What follows belongs to an exercise in optimizing a design on an open flow for small area and a short achievable clock period; a production flow would make more cautious choices.
RTL that was checked went through simulation tests only; none was proved equivalent to the original.
Power figures rest on the tool's default switching activity, not on a simulated workload.

middle:
==> flow/design.v <==
package hansen_icache_pkg;
    localparam int LINES    = 16;
    localparam int WORDS    = 4;
    localparam int OFFSET_W = 2;
    localparam int INDEX_W  = 4;
    localparam int TAG_W    = 24;
endpackage
module hansen_icache_nand4 (input logic a, b, c, d, output logic y);
    assign y = !(a && b && c && d);
endmodule
module hansen_icache_nor2 (input logic a, b, output logic y);
    assign y = !(a || b);
endmodule
module hansen_icache_xnor2 (input logic a, b, output logic y);
    assign y = !(a ^ b);
endmodule
module hansen_icache_and3 (input logic a, b, c, output logic y);
    assign y = a && b && c;
endmodule
module hansen_icache_dec2 (input logic [1:0] a, output logic [3:0] y);
    assign y = 4'b0001 << a;
endmodule
module hansen_icache_rd8 (
    input  logic [7:0] sel,
    input  logic [7:0] d,
    output logic       y
);
    assign y = |(sel & d);
endmodule
module hansen_icache_rdbit (
    input  logic [63:0] sel,
    input  logic [63:0] d,
    output logic        y
);
    logic [7:0] u;    
    logic [3:0] v;
    for (genvar k = 0; k < 8; k++) begin : g_u
        hansen_icache_rd8 u_u (.sel(sel[8*k+7:8*k]), .d(d[8*k+7:8*k]), .y(u[k]));
    end
    for (genvar n = 0; n < 4; n++) begin : g_v
        hansen_icache_nor2 u_v (.a(u[2*n]), .b(u[2*n+1]), .y(v[n]));
    end
    hansen_icache_nand4 u_y (.a(v[0]), .b(v[1]), .c(v[2]), .d(v[3]), .y(y));
endmodule
module hansen_icache_tagcmp (
    input  logic [23:0] stored,
    input  logic [23:0] tag,
    input  logic        vsel,
    output logic        y
);
    logic [23:0] eq;
    logic [5:0]  n;
    logic [2:0]  m;
    for (genvar j = 0; j < 24; j++) begin : g_eq
        hansen_icache_xnor2 u_eq (.a(stored[j]), .b(tag[j]), .y(eq[j]));
    end
    for (genvar k = 0; k < 6; k++) begin : g_n
        hansen_icache_nand4 u_n (.a(eq[4*k]), .b(eq[4*k+1]), .c(eq[4*k+2]), .d(eq[4*k+3]), .y(n[k]));
    end
    for (genvar k = 0; k < 3; k++) begin : g_m
        hansen_icache_nor2 u_m (.a(n[2*k]), .b(n[2*k+1]), .y(m[k]));
    end
    hansen_icache_nand4 u_y (.a(m[0]), .b(m[1]), .c(m[2]), .d(vsel), .y(y));
endmodule
module hansen_icache_data (
    input  logic        clk,
    input  logic [3:0]  rd_index,
    input  logic [1:0]  rd_offset,
    input  logic [23:0] rd_tag,
    input  logic [15:0] rd_valid,
    output logic [31:0] rd_data,
    output logic [1:0]  rd_miss,     
    input  logic        wr_en,
    input  logic [3:0]  wr_index,
    input  logic [1:0]  wr_offset,
    input  logic [31:0] wr_data,
    input  logic        tag_we,
    input  logic [23:0] wr_tag
);
    logic [31:0] data_mem [64];
    logic [23:0] tag_mem  [16];
    logic [63:0] word_sel [4];
    logic [15:0] vsel, line_hit_n;
    logic [3:0]  q;
    logic [3:0]  dec_w [4], dec_lo [4], dec_hi [4];
    for (genvar c = 0; c < 4; c++) begin : g_dec
        hansen_icache_dec2 u_dec_w  (.a(rd_offset),     .y(dec_w[c]));
        hansen_icache_dec2 u_dec_lo (.a(rd_index[1:0]), .y(dec_lo[c]));
        hansen_icache_dec2 u_dec_hi (.a(rd_index[3:2]), .y(dec_hi[c]));
        for (genvar i = 0; i < 16; i++) begin : g_sel
            for (genvar j = 0; j < 4; j++) begin : g_w
                hansen_icache_and3 u_wsel (.a(dec_w[c][j]), .b(dec_lo[c][i%4]), .c(dec_hi[c][i/4]),
                                           .y(word_sel[c][i*4+j]));
            end
        end
    end
    for (genvar i = 0; i < 16; i++) begin : g_vsel
        hansen_icache_and3 u_vsel (.a(rd_valid[i]), .b(dec_lo[0][i%4]), .c(dec_hi[0][i/4]), .y(vsel[i]));
    end
    for (genvar b = 0; b < 32; b++) begin : g_rd
        logic [63:0] d;
        for (genvar w = 0; w < 64; w++) begin : g_d
            assign d[w] = data_mem[w][b];
        end
        hansen_icache_rdbit u_bit (.sel(word_sel[b/8]), .d(d), .y(rd_data[b]));
    end
    for (genvar i = 0; i < 16; i++) begin : g_tag
        hansen_icache_tagcmp u_cmp (.stored(tag_mem[i]), .tag(rd_tag), .vsel(vsel[i]), .y(line_hit_n[i]));
    end
    for (genvar k = 0; k < 4; k++) begin : g_q
        hansen_icache_nand4 u_q (.a(line_hit_n[4*k]), .b(line_hit_n[4*k+1]), .c(line_hit_n[4*k+2]),
                                 .d(line_hit_n[4*k+3]), .y(q[k]));
    end
    hansen_icache_nor2 u_miss0 (.a(q[0]), .b(q[1]), .y(rd_miss[0]));
    hansen_icache_nor2 u_miss1 (.a(q[2]), .b(q[3]), .y(rd_miss[1]));
    always_ff @(posedge clk) begin
        for (int i = 0; i < 16; i++) begin
            for (int j = 0; j < 4; j++)
                if (wr_en && wr_index == 4'(i) && wr_offset == 2'(j))
                    data_mem[i*4+j] <= wr_data;
            if (tag_we && wr_index == 4'(i))
                tag_mem[i] <= wr_tag;
        end
    end
endmodule
module hansen_icache #(
    parameter int LINES      = 16,
    parameter int WORDS      = 4,
    parameter int MISS_CNT_W = 16
) (
    input  logic                  clk,
    input  logic                  reset_n,
    input  logic [31:0]           cpu_addr,
    output logic [31:0]           cpu_rdata,
    output logic                  cpu_hit,
    output logic                  cpu_stall,
    input  logic                  flush,
    output logic                  mem_req,
    output logic [31:0]           mem_addr,
    input  logic                  mem_ack,
    input  logic                  mem_rvalid,
    input  logic [31:0]           mem_rdata,
    output logic [MISS_CNT_W-1:0] miss_count
);
    logic        busy;
    logic [15:0] valid;
    logic [1:0]  beat;
    logic        flush_pending;
    logic [27:0] line_addr;
    logic [3:0]  fill_index;
    logic [1:0]  line_miss;
    logic        start_miss, filling, beat_wr, last_beat;
    logic [1:0]  unused_addr_bits;
    assign unused_addr_bits = cpu_addr[1:0];
    assign mem_addr   = {line_addr, 4'b0000};
    assign fill_index = line_addr[3:0];
    assign cpu_hit    = !(busy || (line_miss[0] && line_miss[1]));
    assign cpu_stall  = !cpu_hit;
    assign start_miss = !busy && line_miss[0] && line_miss[1] && !flush;
    assign filling    = busy && !mem_req;
    assign beat_wr    = filling && mem_rvalid;
    assign last_beat  = beat_wr && (beat == 2'd3);
    hansen_icache_data u_data (
        .clk       (clk),
        .rd_index  (cpu_addr[7:4]),
        .rd_offset (cpu_addr[3:2]),
        .rd_tag    (cpu_addr[31:8]),
        .rd_valid  (valid),
        .rd_data   (cpu_rdata),
        .rd_miss   (line_miss),
        .wr_en     (beat_wr),
        .wr_index  (fill_index),
        .wr_offset (beat),
        .wr_data   (mem_rdata),
        .tag_we    (last_beat),
        .wr_tag    (line_addr[27:4])
    );
    always_ff @(posedge clk or negedge reset_n) begin
        if (!reset_n) begin
            busy          <= 1'b0;
            valid         <= '0;
            mem_req       <= 1'b0;
            line_addr     <= '0;
            beat          <= '0;
            miss_count    <= '0;
            flush_pending <= 1'b0;
        end else begin
            if (start_miss) begin
                busy      <= 1'b1;
                mem_req   <= 1'b1;
                line_addr <= cpu_addr[31:4];
                if (miss_count != '1)
                    miss_count <= miss_count + MISS_CNT_W'(1);
            end
            if (mem_req && mem_ack) begin
                mem_req <= 1'b0;
                beat    <= '0;
            end
            if (beat_wr)
                beat <= beat + 2'd1;
            if (last_beat) begin
                busy              <= 1'b0;
                valid[fill_index] <= !flush_pending;
                flush_pending     <= 1'b0;
            end
            if (flush)
                valid <= '0;
            if (flush && busy && !last_beat)
                flush_pending <= 1'b1;
        end
    end
endmodule
Settings: LEC_CHECK=0, CAP_MARGIN=20, CORE_MARGIN=2, CORE_UTILIZATION=60, CTS_BUF_LIST=sky130_fd_sc_hd__clkbuf_16, CTS_CLUSTER_DIAMETER=60, CTS_CLUSTER_SIZE=24, PLACE_DENSITY=0.75, SETUP_SLACK_MARGIN=2.0, SLEW_MARGIN=20, SYNTH_HIERARCHICAL=1, SYNTH_MINIMUM_KEEP_SIZE=0; clock period 5.5 ns.
run.sh (not shown) runs the stock make flow with config.mk's settings and CLKGATE_MAP_FILE= SYNTH_SCRIPT=/design/flow/synth_recipe.tcl, a recipe that flattens the netlist after the stock synthesis.
middle completed end to end with timing, DRC and antenna clean.
Input-level comparison between east and middle:
diff --git a/flow/design.v b/flow/design.v
--- a/flow/design.v
+++ b/flow/design.v
@@ -4,8 +4,17 @@
     localparam int OFFSET_W = 2;
     localparam int INDEX_W  = 4;
     localparam int TAG_W    = 24;
 endpackage
+module hansen_icache_aoi222 (input logic a1, a2, b1, b2, c1, c2, output logic y);
+    assign y = !((a1 && a2) || (b1 && b2) || (c1 && c2));
+endmodule
+module hansen_icache_nand2 (input logic a, b, output logic y);
+    assign y = !(a && b);
+endmodule
+module hansen_icache_nand3 (input logic a, b, c, output logic y);
+    assign y = !(a && b && c);
+endmodule
 module hansen_icache_nand4 (input logic a, b, c, d, output logic y);
     assign y = !(a && b && c && d);
 endmodule
 module hansen_icache_nor2 (input logic a, b, output logic y);
@@ -18,30 +27,30 @@
     assign y = a && b && c;
 endmodule
 module hansen_icache_dec2 (input logic [1:0] a, output logic [3:0] y);
     assign y = 4'b0001 << a;
-endmodule
-module hansen_icache_rd8 (
-    input  logic [7:0] sel,
-    input  logic [7:0] d,
-    output logic       y
-);
-    assign y = |(sel & d);
 endmodule
 module hansen_icache_rdbit (
     input  logic [63:0] sel,
     input  logic [63:0] d,
     output logic        y
 );
-    logic [7:0] u;    
-    logic [3:0] v;
-    for (genvar k = 0; k < 8; k++) begin : g_u
-        hansen_icache_rd8 u_u (.sel(sel[8*k+7:8*k]), .d(d[8*k+7:8*k]), .y(u[k]));
-    end
-    for (genvar n = 0; n < 4; n++) begin : g_v
+    logic [21:0] t;    
+    logic [5:0]  u;    
+    logic [2:0]  v;
+    for (genvar k = 0; k < 21; k++) begin : g_t
+        hansen_icache_aoi222 u_t (.a1(sel[3*k]), .a2(d[3*k]), .b1(sel[3*k+1]), .b2(d[3*k+1]),
+                                  .c1(sel[3*k+2]), .c2(d[3*k+2]), .y(t[k]));
+    end
+    hansen_icache_nand2 u_t21 (.a(sel[63]), .b(d[63]), .y(t[21]));
+    for (genvar m = 0; m < 5; m++) begin : g_u
+        hansen_icache_nand4 u_u (.a(t[4*m]), .b(t[4*m+1]), .c(t[4*m+2]), .d(t[4*m+3]), .y(u[m]));
+    end
+    hansen_icache_nand2 u_u5 (.a(t[20]), .b(t[21]), .y(u[5]));
+    for (genvar n = 0; n < 3; n++) begin : g_v
         hansen_icache_nor2 u_v (.a(u[2*n]), .b(u[2*n+1]), .y(v[n]));
     end
-    hansen_icache_nand4 u_y (.a(v[0]), .b(v[1]), .c(v[2]), .d(v[3]), .y(y));
+    hansen_icache_nand3 u_y (.a(v[0]), .b(v[1]), .c(v[2]), .y(y));
 endmodule
 module hansen_icache_tagcmp (
     input  logic [23:0] stored,
     input  logic [23:0] tag,
@@ -78,13 +87,13 @@
     input  logic [23:0] wr_tag
 );
     logic [31:0] data_mem [64];
     logic [23:0] tag_mem  [16];
-    logic [63:0] word_sel [4];
+    logic [63:0] word_sel [2];
     logic [15:0] vsel, line_hit_n;
     logic [3:0]  q;
-    logic [3:0]  dec_w [4], dec_lo [4], dec_hi [4];
-    for (genvar c = 0; c < 4; c++) begin : g_dec
+    logic [3:0]  dec_w [2], dec_lo [2], dec_hi [2];
+    for (genvar c = 0; c < 2; c++) begin : g_dec
         hansen_icache_dec2 u_dec_w  (.a(rd_offset),     .y(dec_w[c]));
         hansen_icache_dec2 u_dec_lo (.a(rd_index[1:0]), .y(dec_lo[c]));
         hansen_icache_dec2 u_dec_hi (.a(rd_index[3:2]), .y(dec_hi[c]));
         for (genvar i = 0; i < 16; i++) begin : g_sel
@@ -101,9 +110,9 @@
         logic [63:0] d;
         for (genvar w = 0; w < 64; w++) begin : g_d
             assign d[w] = data_mem[w][b];
         end
-        hansen_icache_rdbit u_bit (.sel(word_sel[b/8]), .d(d), .y(rd_data[b]));
+        hansen_icache_rdbit u_bit (.sel(word_sel[b/16]), .d(d), .y(rd_data[b]));
     end
     for (genvar i = 0; i < 16; i++) begin : g_tag
         hansen_icache_tagcmp u_cmp (.stored(tag_mem[i]), .tag(rd_tag), .vsel(vsel[i]), .y(line_hit_n[i]));
     end
==> run summary <==
east has completed all stages; timing, DRC and antenna checks passed. Final setup slack of the worst path is lower on east. On data arrival at the endpoint of the critical path, the higher figure sits with east, not middle. In terms of final core area utilization, east and middle differ only marginally. Global-route usage: east < middle. Compared with middle, the detailed router inserted fewer vias in east. Multiplexer share of the synthesized area for east: 0.28 points up relative to middle. Across both runs, clock network power share was lower for east than for middle.
The RTL of middle was laid out without a check of its function.

-- port drivers added, routing unchanged --
The flow's constraints put no driver on any port. The routed layouts listed below were extracted and timed again, unchanged, in two steps. Step 1, drivers: a clkbuf_16 drives clk and a buf_2 each remaining input, both assumed. Step 2 moves the port delays by t, midway between the first and last clock arrival at a register: inputs arrive t later, outputs are due t later. That takes back most of the time a late clock gives input paths. Slacks: ideal ports / drivers / drivers and shift; pairs: ideal ports / drivers.
run | shift t [ns] | setup WS [ns] | hold slack, ns
middle | 0.885 | 0.973 / 0.941 / 0.941 | 0.403 / 0.345 / 0.530
east | 0.875 | 0.904 / 0.843 / 0.843 | 0.400 / 0.347 / 0.511
After both steps every run listed still meets setup and hold. For east, which loses most, drivers alone change the setup slack by -0.061 ns; drivers and shift together by -0.061 ns.
